Background: an optimization exercise with open tools, aiming at small area and few clock cycles. Do not read the settings as production practice.
No functional check of the RTL was part of any run shown here.

==> design.v <==
`default_nettype none
package bmaq_pkg;
  localparam int PIX_W      = 8;
  localparam int SUM_W      = 13;
  localparam int ROW_W      = 12;
  localparam int CODE_W     = 7;
  localparam int WIDTH_W    = 10;
  localparam int HEIGHT_W   = 12;
  localparam int CFG_DATA_W = 12;
  localparam int CFG_IDX_W  = 1;
  localparam int IDX_W      = 4;
  localparam int RampLevels = 9;
  localparam int NumThr     = RampLevels - 1;
  localparam int MAX_WIDTH_DEF  = 512;
  localparam int BLOCK_ROWS_DEF = 6;
  localparam int BLOCK_COLS_DEF = 3;
  localparam int SUM_DEPTH_DEF  = (MAX_WIDTH_DEF + BLOCK_COLS_DEF - 1) / BLOCK_COLS_DEF;
  localparam logic [WIDTH_W-1:0]  WIDTH_RESET  = 10'd400;
  localparam logic [HEIGHT_W-1:0] HEIGHT_RESET = 12'd220;
  localparam logic [CODE_W-1:0]   CHAR_NEWLINE = 7'd10;
  typedef enum logic [CFG_IDX_W-1:0] {
    CFG_IMAGE_WIDTH  = 1'b0,
    CFG_IMAGE_HEIGHT = 1'b1
  } cfg_reg_e;
endpackage
`default_nettype wire
`default_nettype none
module bmaq_sum_ram #(
  parameter int WIDTH = 4,
  parameter int LEN_W = 9
) (
  input  wire logic             clk_i,
  input  wire logic [LEN_W-1:0] len_i,
  input  wire logic [WIDTH-1:0] data_i,
  output logic      [WIDTH-1:0] data_o
);
  logic [WIDTH-1:0] link [LEN_W+1];
  assign link[0] = data_i;
  for (genvar s = 0; s < LEN_W; s++) begin : g_seg
    localparam int Len = 1 << s;
    logic [WIDTH-1:0] q [Len];
    always_ff @(posedge clk_i) begin
      q[0] <= link[s];
      for (int i = 1; i < Len; i++) q[i] <= q[i-1];
    end
    assign link[s+1] = len_i[s] ? q[Len-1] : link[s];
  end
  assign data_o = link[LEN_W];
endmodule
`default_nettype wire
`default_nettype none
import bmaq_pkg::*;
module block_mean_ascii_quantizer #(
  parameter int MAX_WIDTH  = bmaq_pkg::MAX_WIDTH_DEF,
  parameter int BLOCK_ROWS = bmaq_pkg::BLOCK_ROWS_DEF,
  parameter int BLOCK_COLS = bmaq_pkg::BLOCK_COLS_DEF
) (
  input  wire logic                            clk_i,
  input  wire logic                            rst_ni,
  input  wire logic                            cfg_we_i,
  input  wire logic [bmaq_pkg::CFG_IDX_W-1:0]  cfg_index_i,
  input  wire logic [bmaq_pkg::CFG_DATA_W-1:0] cfg_data_i,
  input  wire logic                            s_axis_tvalid_i,
  output logic                                 s_axis_tready_o,
  input  wire logic [7:0]                      s_axis_tdata_i,    
  output logic                                 m_axis_tvalid_o,
  input  wire logic                            m_axis_tready_i,
  output logic      [7:0]                      m_axis_tdata_o,    
  output logic                                 m_axis_tlast_o,
  output logic      [0:0]                      m_axis_tuser_o     
);
  localparam int ColW  = $clog2(MAX_WIDTH);
  localparam int EffW  = ((ColW > WIDTH_W) ? ColW : WIDTH_W) + 1;
  localparam int SubW  = (BLOCK_COLS > 1) ? $clog2(BLOCK_COLS) : 1;
  localparam int RibW  = (BLOCK_ROWS > 1) ? $clog2(BLOCK_ROWS) : 1;
  localparam int CntW  = $clog2(BLOCK_ROWS * BLOCK_COLS + 1);
  localparam int RowSW = $clog2(BLOCK_COLS * 255 + 1);
  localparam int AccW  = $clog2(BLOCK_ROWS * BLOCK_COLS * 255 + 1);
  localparam int NibW  = 4;
  localparam int StoW  = NibW * BLOCK_COLS;
  localparam int ThrW  = PIX_W + CntW;
  localparam int CmpW  = (ThrW > AccW) ? ThrW : AccW;
  logic [WIDTH_W-1:0]  width_q;
  logic [HEIGHT_W-1:0] height_q;
  always_ff @(posedge clk_i or negedge rst_ni) begin
    if (!rst_ni) begin
      width_q  <= WIDTH_RESET;
      height_q <= HEIGHT_RESET;
    end else if (cfg_we_i) begin
      case (cfg_index_i)
        CFG_IMAGE_WIDTH:  width_q  <= cfg_data_i[WIDTH_W-1:0];
        CFG_IMAGE_HEIGHT: height_q <= cfg_data_i[HEIGHT_W-1:0];
        default: ;
      endcase
    end
  end
  logic [ColW-1:0]  col_q;
  logic [SubW-1:0]  sub_q;
  logic [ROW_W-1:0] row_q;
  logic [RibW-1:0]  rib_q;
  logic [ColW-1:0]  lag_q, lag_d;
  logic [EffW-1:0]  w_ext, w_sat, w_last, ring_len;
  logic [ROW_W-1:0] h_last;
  logic             row_end, img_end, band_end, sub_last, block_end, first_row;
  logic             partial, band_start, aligned, emit, accept, out_free;
  always_comb begin
    w_ext = EffW'(width_q);
    if (width_q == '0) begin
      w_sat = EffW'(1);
    end else if (w_ext > EffW'(MAX_WIDTH)) begin
      w_sat = EffW'(MAX_WIDTH);
    end else begin
      w_sat = w_ext;
    end
    w_last   = w_sat - EffW'(1);
    ring_len = w_sat - EffW'(BLOCK_COLS);
    h_last   = (height_q == '0) ? '0 : height_q - ROW_W'(1);
    row_end    = col_q == w_last[ColW-1:0];
    img_end    = row_q == h_last;
    band_end   = img_end || (rib_q == RibW'(BLOCK_ROWS - 1));
    sub_last   = sub_q == SubW'(BLOCK_COLS - 1);
    block_end  = row_end || sub_last;
    partial    = !sub_last;
    first_row  = rib_q == '0;
    band_start = first_row && (col_q == '0);
    emit       = band_end && block_end;
    aligned    = band_start || (lag_q == '0);
  end
  assign s_axis_tready_o = aligned && (!emit || out_free);
  assign accept          = s_axis_tvalid_i && s_axis_tready_o;
  always_comb begin
    if (band_start) begin
      lag_d = '0;
    end else if (lag_q != '0) begin
      lag_d = lag_q - ColW'(1);
    end else if (accept) begin
      lag_d = '0;
    end else begin
      lag_d = w_last[ColW-1:0];
    end
  end
  always_ff @(posedge clk_i) begin
    lag_q <= lag_d;
  end
  always_ff @(posedge clk_i or negedge rst_ni) begin
    if (!rst_ni) begin
      col_q <= '0;
      sub_q <= '0;
      row_q <= '0;
      rib_q <= '0;
    end else if (accept) begin
      if (row_end) begin
        col_q <= '0;
        sub_q <= '0;
        if (img_end) begin
          row_q <= '0;
          rib_q <= '0;
        end else begin
          row_q <= row_q + ROW_W'(1);
          rib_q <= band_end ? '0 : rib_q + RibW'(1);
        end
      end else begin
        col_q <= col_q + ColW'(1);
        sub_q <= sub_last ? '0 : sub_q + SubW'(1);
      end
    end
  end
  logic [NibW-1:0]  ring_out;
  logic [NibW-1:0]  rd_q [BLOCK_COLS];
  logic [StoW-1:0]  ring_sum, side_q, above;
  logic [RowSW-1:0] acc_q, row_sum;
  logic [AccW-1:0]  sum;
  bmaq_sum_ram #(
    .WIDTH (NibW),
    .LEN_W (ColW)
  ) u_sum_ram (
    .clk_i  (clk_i),
    .len_i  (ring_len[ColW-1:0]),
    .data_i (rd_q[BLOCK_COLS-1]),
    .data_o (ring_out)
  );
  always_comb begin
    ring_sum[NibW-1:0] = ring_out;
    for (int i = 1; i < BLOCK_COLS; i++) ring_sum[i*NibW +: NibW] = rd_q[i-1];
  end
  always_comb begin
    row_sum = ((sub_q == '0) ? '0 : acc_q) + RowSW'(s_axis_tdata_i[PIX_W-1:0]);
    if (first_row) begin
      above = '0;
    end else if (partial) begin
      above = side_q;
    end else begin
      for (int i = 0; i < BLOCK_COLS; i++) above[i*NibW +: NibW] = ring_sum[(BLOCK_COLS-1-i)*NibW +: NibW];
    end
    sum = AccW'(above) + AccW'(row_sum);
  end
  always_ff @(posedge clk_i) begin
    if (accept) begin
      acc_q <= row_sum;
    end
    if (accept && block_end && partial) begin
      side_q <= sum[StoW-1:0];
    end
  end
  always_ff @(posedge clk_i) begin
    if (accept && block_end && !partial) begin
      for (int i = 0; i < BLOCK_COLS; i++) rd_q[i] <= sum[(BLOCK_COLS-1-i)*NibW +: NibW];
    end else begin
      rd_q[0] <= ring_out;
      for (int i = 1; i < BLOCK_COLS; i++) rd_q[i] <= rd_q[i-1];
    end
  end
  logic [CntW-1:0]  count;
  logic [IDX_W-1:0] level;
  always_comb begin
    count = CntW'((RibW'(rib_q) + (RibW + 1)'(1)) * ((SubW + 1)'(sub_q) + (SubW + 1)'(1)));
    level = '0;
    for (int k = 0; k < NumThr; k++) begin
      if (CmpW'(sum) >= CmpW'(ThrW'(((k + 1) * 256 + RampLevels - 1) / RampLevels) * ThrW'(count))) begin
        level = level + IDX_W'(1);
      end
    end
  end
  logic              out_valid_q, out_phase_q, out_nl_q, out_fe_q;
  logic [IDX_W-1:0]  out_level_q;
  logic [CODE_W-1:0] glyph;
  logic              out_fire;
  assign out_fire = m_axis_tvalid_o && m_axis_tready_i;
  assign out_free = !out_valid_q || (m_axis_tready_i && m_axis_tlast_o);
  always_ff @(posedge clk_i or negedge rst_ni) begin
    if (!rst_ni) begin
      out_valid_q <= 1'b0;
      out_phase_q <= 1'b0;
    end else if (accept && emit) begin
      out_valid_q <= 1'b1;
      out_phase_q <= 1'b0;
    end else if (out_fire) begin
      if (!out_phase_q && out_nl_q) begin
        out_phase_q <= 1'b1;
      end else begin
        out_valid_q <= 1'b0;
        out_phase_q <= 1'b0;
      end
    end
  end
  always_ff @(posedge clk_i) begin
    if (accept && emit) begin
      out_level_q <= level;
      out_nl_q    <= row_end;
      out_fe_q    <= img_end;
    end
  end
  always_comb begin
    case (out_level_q)
      4'd0:    glyph = 7'h20;   
      4'd1:    glyph = 7'h2E;   
      4'd2:    glyph = 7'h3A;   
      4'd3:    glyph = 7'h2D;   
      4'd4:    glyph = 7'h3D;   
      4'd5:    glyph = 7'h2A;   
      4'd6:    glyph = 7'h23;   
      4'd7:    glyph = 7'h25;   
      default: glyph = 7'h40;   
    endcase
  end
  assign m_axis_tvalid_o = out_valid_q;
  assign m_axis_tdata_o  = {1'b0, out_phase_q ? CHAR_NEWLINE : glyph};
  assign m_axis_tlast_o  = out_phase_q || !out_nl_q;
  assign m_axis_tuser_o  = out_phase_q && out_fe_q;
endmodule
`default_nettype wire
==> run.sh <==
#!/bin/bash
# synth_recipe.tcl (not shown) runs the flow's synth.tcl, then flattens the netlist and writes it again
# the make line also repeats each setting of config.mk as NAME=value (left out here)
make -C /OpenROAD-flow-scripts/flow DESIGN_CONFIG=/design/flow/config.mk WORK_HOME=/design/flow/orfs CLKGATE_MAP_FILE= SYNTH_SCRIPT=/design/flow/synth_recipe.tcl finish
==> config.mk <==
export PLATFORM = sky130hd
export DESIGN_NAME = block_mean_ascii_quantizer
export DESIGN_NICKNAME = block_mean_ascii_quantizer
export VERILOG_FILES = /design/flow/design.v
export SDC_FILE = /design/flow/constraint.sdc
export NUM_CORES = 4
export LEC_CHECK = 0
export CAP_MARGIN = 20
export CORE_MARGIN = 2
export CORE_UTILIZATION = 45
export SLEW_MARGIN = 20
==> constraint.sdc <==
create_clock -name core_clock -period 9.0 [get_ports {clk_i}]
set_input_delay 1.8000 -clock core_clock [delete_from_list [all_inputs] [get_ports {clk_i}]]
set_output_delay 1.8000 -clock core_clock [all_outputs]
set_load 0.01 [all_outputs]
==> results.json, run 1 <==
{
  "path_buf_inv": 10,
  "drv_slew": 0,
  "port_buffers": 36,
  "clk_latency_ns": 0.78,
  "synth_area_leaders": "dfxtp_1 (79%), ha_1 (4.5%), dfrtp_1 (2.0%), edfxtp_1 (1.6%), xnor2_1 (1.0%)",
  "worstPathMaxFanout": 4,
  "grt_max_degree": 51,
  "clock.fmax_mhz": 110,
  "fin_util_pct": 54.6,
  "r2r-start": "rib_q[0]$_DFFE_PN0P_",
  "die_h_um": 346,
  "synth_commonest_cells": "dfxtp_1 (2,070), ha_1 (190), inv_1 (120), nor2_1 (110), nand2_1 (106)",
  "start_util_pct": 45.4,
  "period_minus_slack_ns": 9.13,
  "final_antenna_net_count": 0,
  "num_io_pins": 38,
  "diodes": 0,
  "syn_area_um2": 52700,
  "endpoint_kind": "register",
  "yosysMostFrequentCell": "dfxtp_1",
  "grt_pass1_vias": 23600,
  "num_rows": 125,
  "async_flop_share_pct": 2.33,
  "via_count": 23500,
  "core_um2": 116000,
  "whs_ns": 0.291,
  "finalCritPeriodShare_pct": 101,
  "hold_class": "register to register",
  "grt_usage_pct": 12.8,
  "hold_viol_final": 0,
  "tritoncts": "yes",
  "rsz0062_at_grt": "yes",
  "placed_cell_area_um2": 56400,
  "grt_pass1_wl_mm": 125,
  "antenna_found_initial": 0,
  "crit_required_ns": 9.67,
  "worstHoldStart": "u_sum_ram.g_seg[8].q[4][0]$_DFF_P_",
  "syn-num-nets": 3639,
  "relSlewSlack_pct": 38.1,
  "clock_path_buffers": 3,
  "r2r_cells": 47,
  "grt-ovfl-total": 0,
  "synth_cells": 3401,
  "clkSinkCount": 2148,
  "clk_pin_slew_ns": 0.06,
  "first_iter_violations": 1018,
  "stdcell_area_um2": 63300,
  "gp_congestion": 0.841,
  "numCtsBuffers": 189,
  "path_class": "register to register",
  "fin_tns_setup_ns": -0.307,
  "drv_cap": 0,
  "routedWlPerCell_um": 13.6,
  "ys_warn_count": 14,
  "cp_slowest_cell": "fa_2",
  "synth_seq_cells": 2148,
  "synth_edf_count": 28,
  "htreeDepth": 4,
  "worst_hold_path.endpoint": "u_sum_ram.g_seg[8].q[5][0]$_DFF_P_",
  "avgViaCountPerCell": 4.28,
  "die_w_um": 346,
  "cts_root_buf": "clkbuf_16",
  "yosys.area.top_type": "dfxtp_1",
  "synth_flop_cell": "dfxtp_1",
  "drc": 0,
  "synth_top_area_share_pct": 78.7,
  "setup_violations": 4,
  "avgSynthCellArea_um2": 15.5,
  "r2r_slack_ns": -0.13,
  "layout.nets": 4045,
  "drt_first_pass_iters": 5,
  "outcome": "complete, but fails checks",
  "failed_checks": "negative setup slack",
  "setup_ws_ns": -0.131,
  "skew_ns": 0.0434,
  "cp-start-kind": "register",
  "worst_slew_pin_slew_ns": 0.921,
  "min_path_cells": 0,
  "slowest_delay_ns": 0.56,
  "synth_cell_type_count": 85,
  "area_growth_syn_to_layout_pct": 20.3,
  "finalWirelength_mm": 74.8,
  "dp.final_hpwl_mm": 45.0,
  "die-area_um2": 120000,
  "crit_family": "adder cells",
  "cp.arrival_ns": 9.80,
  "drive_gt1_share_pct": 17.2,
  "synth-seq-area-share_pct": 82.7
}
-- placed cells by master, fill, tap and decap left out, drive strengths merged, types with 65 or more instances in the layout --
cell / Yosys / routed
xnor2: 65 / 65
ha: 190 / 190
o21ai: 80 / 80
dfxtp: 2070 / 2070
clkbuf: 32 / 268
a21oi: 80 / 80
nand2: 106 / 106
nor2: 110 / 110
buf: 7 / 219
inv: 120 / 129
-- timing repair --
action                                 CTS  global route
endpoints found under the hold margin    0             0
hold buffers                             0             0
pin swaps                               40            57
setup endpoints to repair                5             8
setup buffers                           15             5
gates resized for setup                 34            48
-- per-stage QoR --
step	std cells	worst slack [ns]
after global routing	5486	-0.644
after floorplan	3401	0.0107
after global placement	5122	-0.389
after detailed placement	5122	-0.503
after CTS	5483	-0.134
final	5486	-0.131
-- state kept, by name, summed over array words and instances, names as in the netlist, named ones only --
signal             cells
u_sum_ram.g_seg.q   2044
height_q              12
rd_q                  12
row_q                 12
side_q                12
acc_q                 10
width_q               10
col_q                  9
lag_q                  9
out_level_q            4
rib_q                  3
sub_q                  2
out_fe_q               1
out_nl_q               1
out_phase_q            1
out_valid_q            1
-- cell type report --
class	instances	area (um2)
fillers	9380	52700
flip-flops and latches	2148	43500
multi-input cells	1094	8960
clock buffers	268	5420
repair buffers	254	2000
well taps	1524	1910
clock inverters	78	1060
inverters	120	450
-- layer usage --
layer | track usage [%] | wire (um) | vias up
li1 | - | - | 11900
met1 | 19.4 | 40500 | 11100
met2 | 17.5 | 29200 | 313
met3 | 3.07 | 3110 | 157
met4 | 5.22 | 1990 | 0
met5 | 0 | 0 | -
-- how the worst max path moves through the flow --
stage	cells past startpoint	slack [ns]	endpoint	startpoint
4_1_cts	47	-0.13	register	rib_q[1]$_DFFE_PN0P_
3_5_place_dp	40	-0.50	register	s_axis_tdata_i[0]
5_1_grt	48	-0.64	register	rib_q[0]$_DFFE_PN0P_
6_report	47	-0.13	register	rib_q[0]$_DFFE_PN0P_
2_1_floorplan	44	0.01	register	rib_q[0]$_DFFE_PN0P_
3_3_place_gp	38	-0.39	register	s_axis_tdata_i[1]
-- cells by family (layout without fill, tap and decap cells) --
logic type | Yosys count | count (layout) | synth area share (%)
and+or+nand+nor | 403 | 403 | 3.80
buffers and inverters | 159 | 720 | 1.16
adders and majority gates | 215 | 215 | 5.41
DFF | 2148 | 2148 | 82.7
AOI/OAI and AO/OA | 297 | 297 | 3.69
xor gates and xnor gates | 119 | 119 | 2.01
muxes | 59 | 59 | 1.23
other | 1 | 1 | 0.00712
==> inputs of run 2 (changes only) <==
--- a/design.v
+++ b/design.v
@@ -28,15 +28,62 @@
 module bmaq_sum_ram #(
-  parameter int WIDTH = 4,
-  parameter int LEN_W = 9
+  parameter int NWIN   = 9,
+  parameter int NIB_W  = 4,
+  parameter int MAXLEN = 512 - 3 * NWIN,
+  parameter int LEN_W  = $clog2(MAXLEN + 1),
+  parameter int WIN_W = (NWIN > 1) ? $clog2(NWIN) : 1
 ) (
-  input  wire logic             clk_i,
-  input  wire logic [LEN_W-1:0] len_i,
-  input  wire logic [WIDTH-1:0] data_i,
-  output logic      [WIDTH-1:0] data_o
+  input  wire logic                 clk_i,
+  input  wire logic [LEN_W-1:0]     len_i,      
+  input  wire logic [NWIN-1:0]      win_on_i,   
+  input  wire logic [WIN_W-1:0]     win_i,      
+  input  wire logic                 wr_i,
+  input  wire logic [3*NIB_W-1:0]   wr_data_i,
+  output logic      [3*NIB_W-1:0]   rd_data_o
 );
-  logic [WIDTH-1:0] link [LEN_W+1];
-  assign link[0] = data_i;
-  for (genvar s = 0; s < LEN_W; s++) begin : g_seg
-    localparam int Len = 1 << s;
-    logic [WIDTH-1:0] q [Len];
+  localparam int NSlot = 3 * NWIN;
+  logic [NIB_W-1:0] tail;
+  logic [NIB_W-1:0] x [NSlot];
+  logic [NIB_W-1:0] win_in [NWIN+1];
+  assign win_in[0] = tail;
+  for (genvar m = 0; m < NWIN; m++) begin : g_win
+    logic wr;
+    assign wr = wr_i && (win_i == WIN_W'(m));
+    always_ff @(posedge clk_i) begin
+      x[3*m]   <= wr ? wr_data_i[3*NIB_W-1:2*NIB_W] : win_in[m];
+      x[3*m+1] <= wr ? wr_data_i[2*NIB_W-1:NIB_W]   : x[3*m];
+      x[3*m+2] <= wr ? wr_data_i[NIB_W-1:0]         : x[3*m+1];
+    end
+    if (m == 0) begin : g_first
+      assign win_in[m+1] = x[3*m+2];
+    end else begin : g_more
+      assign win_in[m+1] = win_on_i[m] ? x[3*m+2] : win_in[m];
+    end
+  end
+  always_comb begin
+    rd_data_o = '0;
+    for (int m = 0; m < NWIN; m++) begin
+      if (win_i == WIN_W'(m)) begin
+        rd_data_o = {(m == 0) ? tail : x[3*m-1], x[3*m], x[3*m+1]};
+      end
+    end
+  end
+  localparam int NPow = $clog2(MAXLEN + 2) - 1;
+  localparam int Rem  = MAXLEN - ((1 << NPow) - 1);
+  localparam int NSeg = (Rem > 0) ? NPow + 1 : NPow;
+  logic [NSeg-1:0]  use_seg;
+  logic [LEN_W-1:0] len_rest;
+  always_comb begin
+    len_rest = len_i;
+    use_seg  = '0;
+    if (Rem > 0 && len_i > LEN_W'((1 << NPow) - 1)) begin
+      len_rest           = len_i - LEN_W'(Rem);
+      use_seg[NSeg-1]    = 1'b1;
+    end
+    use_seg[NPow-1:0] = len_rest[NPow-1:0];
+  end
+  logic [NIB_W-1:0] link [NSeg+1];
+  assign link[0] = win_in[NWIN];
+  for (genvar s = 0; s < NSeg; s++) begin : g_seg
+    localparam int Len = (s < NPow) ? (1 << s) : Rem;
+    logic [NIB_W-1:0] q [Len];
     always_ff @(posedge clk_i) begin
@@ -45,5 +92,5 @@
     end
-    assign link[s+1] = len_i[s] ? q[Len-1] : link[s];
+    assign link[s+1] = use_seg[s] ? q[Len-1] : link[s];
   end
-  assign data_o = link[LEN_W];
+  assign tail = link[NSeg];
 endmodule
@@ -71,2 +118,4 @@
 );
+  localparam int NWin  = 9;
+  localparam int WinW  = $clog2(NWin);
   localparam int ColW  = $clog2(MAX_WIDTH);
@@ -102,2 +151,5 @@
   logic [EffW-1:0]  w_ext, w_sat, w_last, ring_len;
+  logic [NWin-1:0]  win_on;
+  logic [WinW-1:0]  win;
+  logic             tap_ok;
   logic [ROW_W-1:0] h_last;
@@ -115,3 +167,15 @@
     w_last   = w_sat - EffW'(1);
-    ring_len = w_sat - EffW'(BLOCK_COLS);
+    ring_len = w_sat;
+    for (int m = 0; m < NWin; m++) begin
+      win_on[m] = (m == 0) || (w_sat >= EffW'(3 * (m + 1)));
+      if (w_sat >= EffW'(3 * (m + 1))) ring_len = w_sat - EffW'(3 * (m + 1));
+    end
+    tap_ok = 1'b0;
+    win    = '0;
+    for (int m = 0; m < NWin; m++) begin
+      if (lag_q == ColW'(3 * m) && win_on[m]) begin
+        tap_ok = 1'b1;
+        win    = WinW'(m);
+      end
+    end
     h_last   = (height_q == '0) ? '0 : height_q - ROW_W'(1);
@@ -126,3 +190,3 @@
     emit       = band_end && block_end;
-    aligned    = band_start || (lag_q == '0);
+    aligned    = !block_end || partial || tap_ok;
   end
@@ -131,10 +195,8 @@
   always_comb begin
-    if (band_start) begin
-      lag_d = '0;
-    end else if (lag_q != '0) begin
-      lag_d = lag_q - ColW'(1);
-    end else if (accept) begin
+    if (band_start || accept) begin
+      lag_d = band_start ? '0 : lag_q;
+    end else if (lag_q == w_last[ColW-1:0]) begin
       lag_d = '0;
     end else begin
-      lag_d = w_last[ColW-1:0];
+      lag_d = lag_q + ColW'(1);
     end
@@ -167,21 +229,21 @@
   end
-  logic [NibW-1:0]  ring_out;
-  logic [NibW-1:0]  rd_q [BLOCK_COLS];
-  logic [StoW-1:0]  ring_sum, side_q, above;
+  logic [StoW-1:0]  above, ring_sum, side_q;
   logic [RowSW-1:0] acc_q, row_sum;
   logic [AccW-1:0]  sum;
+  logic             ring_wr;
+  assign ring_wr = accept && block_end && !partial;
   bmaq_sum_ram #(
-    .WIDTH (NibW),
-    .LEN_W (ColW)
+    .NWIN   (NWin),
+    .NIB_W  (NibW),
+    .MAXLEN (MAX_WIDTH - 3 * NWin)
   ) u_sum_ram (
-    .clk_i  (clk_i),
-    .len_i  (ring_len[ColW-1:0]),
-    .data_i (rd_q[BLOCK_COLS-1]),
-    .data_o (ring_out)
+    .clk_i     (clk_i),
+    .len_i     (ring_len[$clog2(MAX_WIDTH - 3 * NWin + 1)-1:0]),
+    .win_on_i  (win_on),
+    .win_i     (win),
+    .wr_i      (ring_wr),
+    .wr_data_i (sum[StoW-1:0]),
+    .rd_data_o (ring_sum)
   );
   always_comb begin
-    ring_sum[NibW-1:0] = ring_out;
-    for (int i = 1; i < BLOCK_COLS; i++) ring_sum[i*NibW +: NibW] = rd_q[i-1];
-  end
-  always_comb begin
     row_sum = ((sub_q == '0) ? '0 : acc_q) + RowSW'(s_axis_tdata_i[PIX_W-1:0]);
@@ -192,3 +254,3 @@
     end else begin
-      for (int i = 0; i < BLOCK_COLS; i++) above[i*NibW +: NibW] = ring_sum[(BLOCK_COLS-1-i)*NibW +: NibW];
+      above = ring_sum;
     end
@@ -204,17 +266,18 @@
   end
-  always_ff @(posedge clk_i) begin
-    if (accept && block_end && !partial) begin
-      for (int i = 0; i < BLOCK_COLS; i++) rd_q[i] <= sum[(BLOCK_COLS-1-i)*NibW +: NibW];
-    end else begin
-      rd_q[0] <= ring_out;
-      for (int i = 1; i < BLOCK_COLS; i++) rd_q[i] <= rd_q[i-1];
-    end
-  end
-  logic [CntW-1:0]  count;
+  logic [ThrW-1:0]  thr [NumThr];
   logic [IDX_W-1:0] level;
   always_comb begin
-    count = CntW'((RibW'(rib_q) + (RibW + 1)'(1)) * ((SubW + 1)'(sub_q) + (SubW + 1)'(1)));
+    for (int k = 0; k < NumThr; k++) begin
+      thr[k] = '0;
+      for (int r = 0; r < BLOCK_ROWS; r++) begin
+        for (int c = 0; c < BLOCK_COLS; c++) begin
+          if (rib_q == RibW'(r) && sub_q == SubW'(c)) begin
+            thr[k] = ThrW'(((k + 1) * 256 + RampLevels - 1) / RampLevels * (r + 1) * (c + 1));
+          end
+        end
+      end
+    end
     level = '0;
     for (int k = 0; k < NumThr; k++) begin
-      if (CmpW'(sum) >= CmpW'(ThrW'(((k + 1) * 256 + RampLevels - 1) / RampLevels) * ThrW'(count))) begin
+      if (CmpW'(sum) >= CmpW'(thr[k])) begin
         level = level + IDX_W'(1);
--- a/config.mk
+++ b/config.mk
@@ -7,2 +7,3 @@
 export LEC_CHECK = 0
+export ABC_AREA = 1
 export CAP_MARGIN = 20
==> run 2 against run 1 <==
Compared with the run above:
- via count increased by 22%
- sequential share of layout area decreased by 3.9 points
- clock-buffer cell count is 7 higher
- still fails the layout checks on negative setup slack
- register-to-register slack got worse by 0.64 ns
- synthesized cell count increased by 24%
- worst hold slack worse by 0.018 ns
- core utilization grew 1.2 points
- global-route usage is 2.0 points higher
- die area increased by 3.6%
==> results.json, run 2 <==
{
  "path_buf_inv": 14,
  "port_buffers": 36,
  "first_iter_violations": 1750,
  "final_antenna_net_count": 0,
  "drv_slew": 0,
  "skew_ns": 0.0519,
  "clock.fmax_mhz": 102,
  "htreeDepth": 4,
  "regMostFlops": "u_sum_ram.g_seg.q",
  "grt_pass1_vias": 28200,
  "gp_congestion": 0.873,
  "dp.final_hpwl_mm": 59.8,
  "synth_area_leaders": "dfxtp_1 (75%), nand2_1 (4.2%), ha_1 (3.2%), edfxtp_1 (2.0%), dfrtp_1 (1.9%)",
  "layout.nets": 4918,
  "yosysMostFrequentCell": "dfxtp_1",
  "endpoint_kind": "register",
  "rsz0062_at_grt": "yes",
  "via_count": 28600,
  "start_util_pct": 45.4,
  "worstPathMaxFanout": 7,
  "setup_violations": 8,
  "num_io_pins": 38,
  "layout_common_cells": "dfxtp_1 (2,053), nand2_1 (574), buf_4 (340)",
  "synth_cell_type_count": 66,
  "synth_commonest_cells": "dfxtp_1 (2,053), nand2_1 (604), inv_1 (267), o21ai_0 (204), nor2_1 (156)",
  "setup_ws_ns": -0.773,
  "die_h_um": 352,
  "finalWirelength_mm": 91.1,
  "synth-seq-area-share_pct": 79.7,
  "place_inst": 6142,
  "grt_pass1_wl_mm": 148,
  "place_ws_ns": -1.44,
  "whs_ns": 0.273,
  "async_flop_share_pct": 2.34,
  "hold_class": "register to register",
  "finalCritPeriodShare_pct": 109,
  "routedWlPerCell_um": 14.0,
  "worst_hold_path.endpoint": "u_sum_ram.g_seg[7].q[99][0]$_DFF_P_",
  "drc": 0,
  "path_class": "register to register",
  "drv_cap": 0,
  "die_w_um": 352,
  "tritoncts": "yes",
  "num_rows": 127,
  "clkSinkCount": 2140,
  "period_minus_slack_ns": 9.77,
  "clock_path_buffers": 3,
  "path_common_cell": "nand2_1",
  "cts_root_buf": "clkbuf_16",
  "clk_pin_slew_ns": 0.06,
  "top_regs": "u_sum_ram.g_seg.q x1940, u_sum_ram.x x108",
  "r2r-start": "width_q[4]$_DFFE_PN1P_",
  "slowest_delay_ns": 0.54,
  "synth_flop_cell": "dfxtp_1",
  "area_growth_syn_to_layout_pct": 22.9,
  "clk_latency_ns": 0.80,
  "drive_gt1_share_pct": 19.1,
  "crit_required_ns": 9.70,
  "cp_slowest_cell": "dfstp_2",
  "seqCellArea_um2": 43500,
  "synth_cells": 4222,
  "synth_top_area_share_pct": 75.3,
  "grt_max_degree": 51,
  "yosys.area.top_type": "dfxtp_1",
  "syn_area_um2": 54600,
  "antenna_found_initial": 1,
  "grt_usage_pct": 14.8,
  "min_path_cells": 0,
  "grt-ovfl-total": 0,
  "synth_edf_count": 37,
  "crit_family": "simple AND/OR/NAND/NOR gates",
  "die-area_um2": 124000,
  "crit_start": "width_q[4]$_DFFE_PN1P_",
  "worst_slew_pin_slew_ns": 1.05,
  "worstHoldStart": "u_sum_ram.g_seg[7].q[98][0]$_DFF_P_",
  "failed_checks": "negative setup slack",
  "numCtsBuffers": 187,
  "avgViaCountPerCell": 4.38,
  "syn-num-nets": 4388,
  "largest_reg_flops": 1940,
  "core_um2": 120000,
  "synth_seq_cells": 2140,
  "relSlewSlack_pct": 29.4,
  "avgSynthCellArea_um2": 12.9,
  "layout_commonest_cell": "dfxtp_1",
  "cp-start-kind": "register",
  "multi_input_area_um2": 10700,
  "r2r_slack_ns": -0.77,
  "fill_cells": 9898,
  "ys_warn_count": 15,
  "outcome": "complete, but fails checks",
  "hold_viol_final": 0,
  "cp.arrival_ns": 10.47,
  "fin_util_pct": 55.8,
  "r2r_cells": 79,
  "fin_cells": 6527,
  "drt_first_pass_iters": 6
}
==> run 2: changes by cell type after synthesis, moves of 20 or more <==
cell     change
mux2_2      -37
a21o_1      -21
nor2b_1     -34
fa_1        -20
o21ai_0    +124
nand3_1    +127
nor2_1      +46
a21oi_1     +38
nand2_1    +498
ha_1        -52
xnor2_1     -56
inv_1      +147
==> run 2: worst register-to-register path, delay by kind of cell, from the launching register on <==
family,cells,cell delay [ns]
xor+xnor,2,0.38
simple gates,43,4.09
buf+inv,14,1.02
fa+ha+maj,10,2.35
flops,1,0.54
compound gates,10,1.36
==> run 2: cell families (layout without fill, tap and decap cells) <==
| logic type | Yosys count | count (layout) | share of synthesized area (%) |
|---|---|---|---|
| and+or+nand+nor | 1080 | 1080 | 8.75 |
| AOI/OAI and AO/OA | 453 | 453 | 4.86 |
| DFF | 2140 | 2140 | 79.7 |
| other | 1 | 2 | 0.00687 |
| adders and majority gates | 140 | 140 | 3.24 |
| buffers and inverters | 349 | 1041 | 2.49 |
| muxes | 4 | 4 | 0.0757 |
| xor gates and xnor gates | 55 | 55 | 0.897 |
==> run 2: cell type report <==
cell class / count / area share [%]
Antenna cell: 1 / 0.00373
Clock buffer: 275 / 8.26
Clock inverter: 76 / 1.56
Inverter: 295 / 1.72
Multi-Input combinational cell: 1733 / 15.9
Sequential cell: 2140 / 64.8
Tap cell: 1612 / 3.01
Timing Repair Buffer: 395 / 4.71
==> run 2: layer usage <==
layer  up-vias  global-route usage (%)  routed length [um]
li1      14700                       -                   -
met1     13300                    21.9               47300
met2       507                    21.0               37100
met3       178                    3.35                4100
met4         0                    5.85                2630
met5         -                       0                   0
==> run 2: through the flow <==
stage	setup TNS [ns]	instance area, um2
global route	-9.95	67000
detailed placement	-9.88	59500
floorplan	-2.41	54900
finish	-4.55	67000
global placement	-8.50	59500
CTS	-7.06	66200
==> run 2: how the worst max path moves through the flow <==
stage          depth (start not counted)       end
3_5_place_dp                          83  register
5_1_grt                               84  register
2_1_floorplan                         79  register
3_3_place_gp                          79  register
4_1_cts                               82  register
6_report                              79  register
==> run 2: repair_timing <==
action / 4_1_cts / 5_1_grt
hold buffers: 0 / 0
cloned: 0 / 0
pin swaps: 18 / 90
endpoints found under the setup margin: 9 / 9
setup buffers: 8 / 26
gates resized for setup: 22 / 142
==> inputs of run 3 (changes only) <==
--- a/config.mk
+++ b/config.mk
@@ -7,3 +7,2 @@
 export LEC_CHECK = 0
-export ABC_AREA = 1
 export CAP_MARGIN = 20
==> run 3 against run 2 <==
Compared with the run above:
- the layout still fails its checks (negative setup slack)
- critical path depth is 25 lower
- register-to-register slack worse by 1.2 ns
- cell count is 3.6% lower
- non-clock buffer count is 74 higher
- sequential share of layout area is 0.82 points lower
- critical path type unchanged
==> results.json, run 3 <==
{
  "syn_area_um2": 55400,
  "top_regs": "u_sum_ram.g_seg.q x1940, u_sum_ram.x x108",
  "worst_hold_path.endpoint": "u_sum_ram.g_seg[5].q[6][3]$_DFF_P_",
  "synth-seq-area-share_pct": 78.5,
  "clock.fmax_mhz": 91.3,
  "cts_root_buf": "clkbuf_16",
  "drv_slew": 0,
  "port_buffers": 36,
  "layout_common_cells": "dfxtp_1 (2,053), buf_4 (415), nand2_1 (238)",
  "synth_cells": 3956,
  "clk_latency_ns": 0.79,
  "stdcell_area_um2": 67900,
  "layout_commonest_cell": "dfxtp_1",
  "yosysMostFrequentCell": "dfxtp_1",
  "routedWlPerCell_um": 16.8,
  "num_io_pins": 38,
  "synth_flop_cell": "dfxtp_1",
  "grt_pass1_vias": 29500,
  "via_count": 29300,
  "drv_cap": 0,
  "die_h_um": 355,
  "final_antenna_net_count": 0,
  "antenna_found_initial": 2,
  "num_rows": 128,
  "rsz0062_at_grt": "yes",
  "r2r_slack_ns": -1.95,
  "clock_path_buffers": 3,
  "place_ws_ns": -2.36,
  "period_minus_slack_ns": 10.95,
  "finalCritPeriodShare_pct": 122,
  "yosys.area.top_type": "dfxtp_1",
  "grt_pass1_wl_mm": 167,
  "drc": 0,
  "worstPathMaxFanout": 5,
  "synth_cell_type_count": 112,
  "path_class": "register to register",
  "core_um2": 122000,
  "finalWirelength_mm": 106,
  "largest_reg_flops": 1940,
  "htreeDepth": 4,
  "drive_gt1_share_pct": 21.3,
  "clkSinkCount": 2140,
  "syn-num-nets": 4122,
  "start_util_pct": 45.4,
  "gp_congestion": 0.911,
  "grt_max_degree": 51,
  "setup_ws_ns": -1.95,
  "hold_viol_final": 0,
  "grt-ovfl-total": 0,
  "die-area_um2": 126000,
  "fin_tns_setup_ns": -14.01,
  "endpoint_kind": "register",
  "hold_class": "register to register",
  "ys_warn_count": 15,
  "slowest_delay_ns": 0.46,
  "min_path_cells": 0,
  "skew_ns": 0.0566,
  "synth_commonest_cells": "dfxtp_1 (2,053), nand2_1 (248), nor2_1 (177), o21ai_0 (152), ha_1 (138)",
  "failed_checks": "negative setup slack",
  "die_w_um": 355,
  "r2r_cells": 54,
  "outcome": "complete, but fails checks",
  "first_iter_violations": 1729,
  "cp.arrival_ns": 11.63,
  "grt_usage_pct": 17.0,
  "regMostFlops": "u_sum_ram.g_seg.q",
  "crit_required_ns": 9.68,
  "drt_first_pass_iters": 6,
  "async_flop_share_pct": 2.34,
  "worstHoldStart": "u_sum_ram.g_seg[5].q[5][3]$_DFF_P_",
  "path_common_cell": "mux2_4",
  "synth_edf_count": 37,
  "relSlewSlack_pct": 28.4,
  "cp_slowest_cell": "or4_1",
  "tritoncts": "yes",
  "dp.final_hpwl_mm": 68.2,
  "worst_slew_pin_slew_ns": 1.07,
  "synth_area_leaders": "dfxtp_1 (74%), ha_1 (3.1%), edfxtp_1 (2.0%), dfrtp_1 (1.9%), nand2_1 (1.7%)",
  "cp-start-kind": "register",
  "avgSynthCellArea_um2": 14.0,
  "synth_top_area_share_pct": 74.2,
  "placed_cell_area_um2": 60600,
  "area_growth_syn_to_layout_pct": 22.7,
  "layout.nets": 4681,
  "synth_seq_cells": 2140,
  "avgViaCountPerCell": 4.66,
  "r2r-start": "width_q[9]$_DFFE_PN0P_",
  "hold_buffers": 0,
  "numCtsBuffers": 187,
  "setup_violations": 9,
  "clk_pin_slew_ns": 0.06
}
[run 3: cell count changes after synthesis, moves of 24 or more]
cell / previous run / this run
inv_1: 267 / 65
a21o_1: 8 / 37
xnor2_1: 7 / 58
clkbuf_1: 43 / 77
nand2b_1: 0 / 29
nor2b_1: 0 / 24
nand2_1: 604 / 248
mux2_2: 1 / 78
o21ai_0: 204 / 152
nand3_1: 147 / 46
[run 3: layout make-up]
type / count / area [um2]
sequential: 2140 / 43500
multi-input combinational: 1644 / 12100
inverter: 73 / 283
timing repair buffer: 469 / 3720
tap: 1625 / 2030
fill: 9768 / 54000
antenna: 2 / 5.00
clock inverter: 74 / 927
clock buffer: 265 / 5360
[run 3: timing repair]
item	CTS	global route
pin swaps	50	44
gates resized for setup	46	87
setup buffers	24	28
gates cloned	0	0
endpoints found under the setup margin	9	9
[run 3: routing by layer]
metal | routed length, um | GRT usage [%] | up-vias
met4 | 3180 | 6.81 | 0
met3 | 5490 | 3.46 | 202
met2 | 46000 | 25.6 | 682
li1 | - | - | 14500
met1 | 51200 | 23.9 | 13900
met5 | 0 | 0 | -
[run 3: worst max-delay path, delay by kind of cell (launching register included)]
family          cells  cell delay [ns]
mux                10             2.89
compound gates     14             2.61
fa+ha+maj           8             1.75
simple gates        8             1.12
buf+inv             9             1.09
xor+xnor            5             0.92
flops               1             0.45
[run 3: cell families after synthesis]
kind of cell / after synthesis / share of synthesized area (%)
buffers and inverters: 172 / 1.25
AO/OA/AOI/OAI: 611 / 7.50
flip-flops: 2140 / 78.5
multiplexers: 92 / 1.87
adder cells (fa/ha/maj): 140 / 3.19
XOR/XNOR: 93 / 1.53
other: 1 / 0.00677
AND/OR/NAND/NOR: 707 / 6.13
[run 3: metrics by stage]
step	instances	util, %	hold WS, ns
after floorplan	3956	-	0.310
final	6292	55.7	0.292
after global routing	6290	55.7	0.292
after global placement	5905	49.7	0.309
after detailed placement	5905	49.7	0.312
after CTS	6268	55.2	0.290
[run 3: worst max-delay path by stage]
stage	start	endpoint	slack [ns]	depth (start not counted)
floorplan	width_q[9]$_DFFE_PN0P_	register	-2.42	56
global placement	width_q[9]$_DFFE_PN0P_	register	-2.26	55
detailed placement	width_q[9]$_DFFE_PN0P_	register	-2.36	55
CTS	width_q[9]$_DFFE_PN0P_	register	-2.21	54
global route	width_q[9]$_DFFE_PN0P_	register	-2.41	53
finish	width_q[9]$_DFFE_PN0P_	register	-1.95	54

## static timing again, ports no longer ideal
No port has a modelled driver above. Below, the same layouts with a new extraction and two added sets of constraints. Step 1 sets driving cells, clkbuf_16 on the clock port and buf_2 on the other inputs (assumed; they add their load-dependent delay and slew). Step 2 also shifts input and output timing later by t, the mid clock arrival at the registers, as if the neighbouring blocks saw the same clock. Slacks: no drivers / after step 1 / after step 2; pairs: no drivers / after step 1.
| run | shift t [ns] | slack for setup (ns) | clock arrival spread, ns | worst register clock-pin slew, ns | worst data-port slew with drivers (ns) |
|---|---|---|---|---|---|
| run 1 | 0.830 | -0.131 / -0.131 / -0.441 | 0.047 / 0.046 | 0.07 / 0.07 | 0.07 |
| run 2 | 0.840 | -0.773 / -0.773 / -0.773 | 0.062 / 0.062 | 0.06 / 0.06 | 0.04 |
| run 3 | 0.830 | -1.954 / -1.954 / -1.954 | 0.068 / 0.068 | 0.07 / 0.07 | 0.05 |
The setup slack of run 1, which loses most, moves by 0.000 ns with the drivers and by -0.310 ns with both steps.
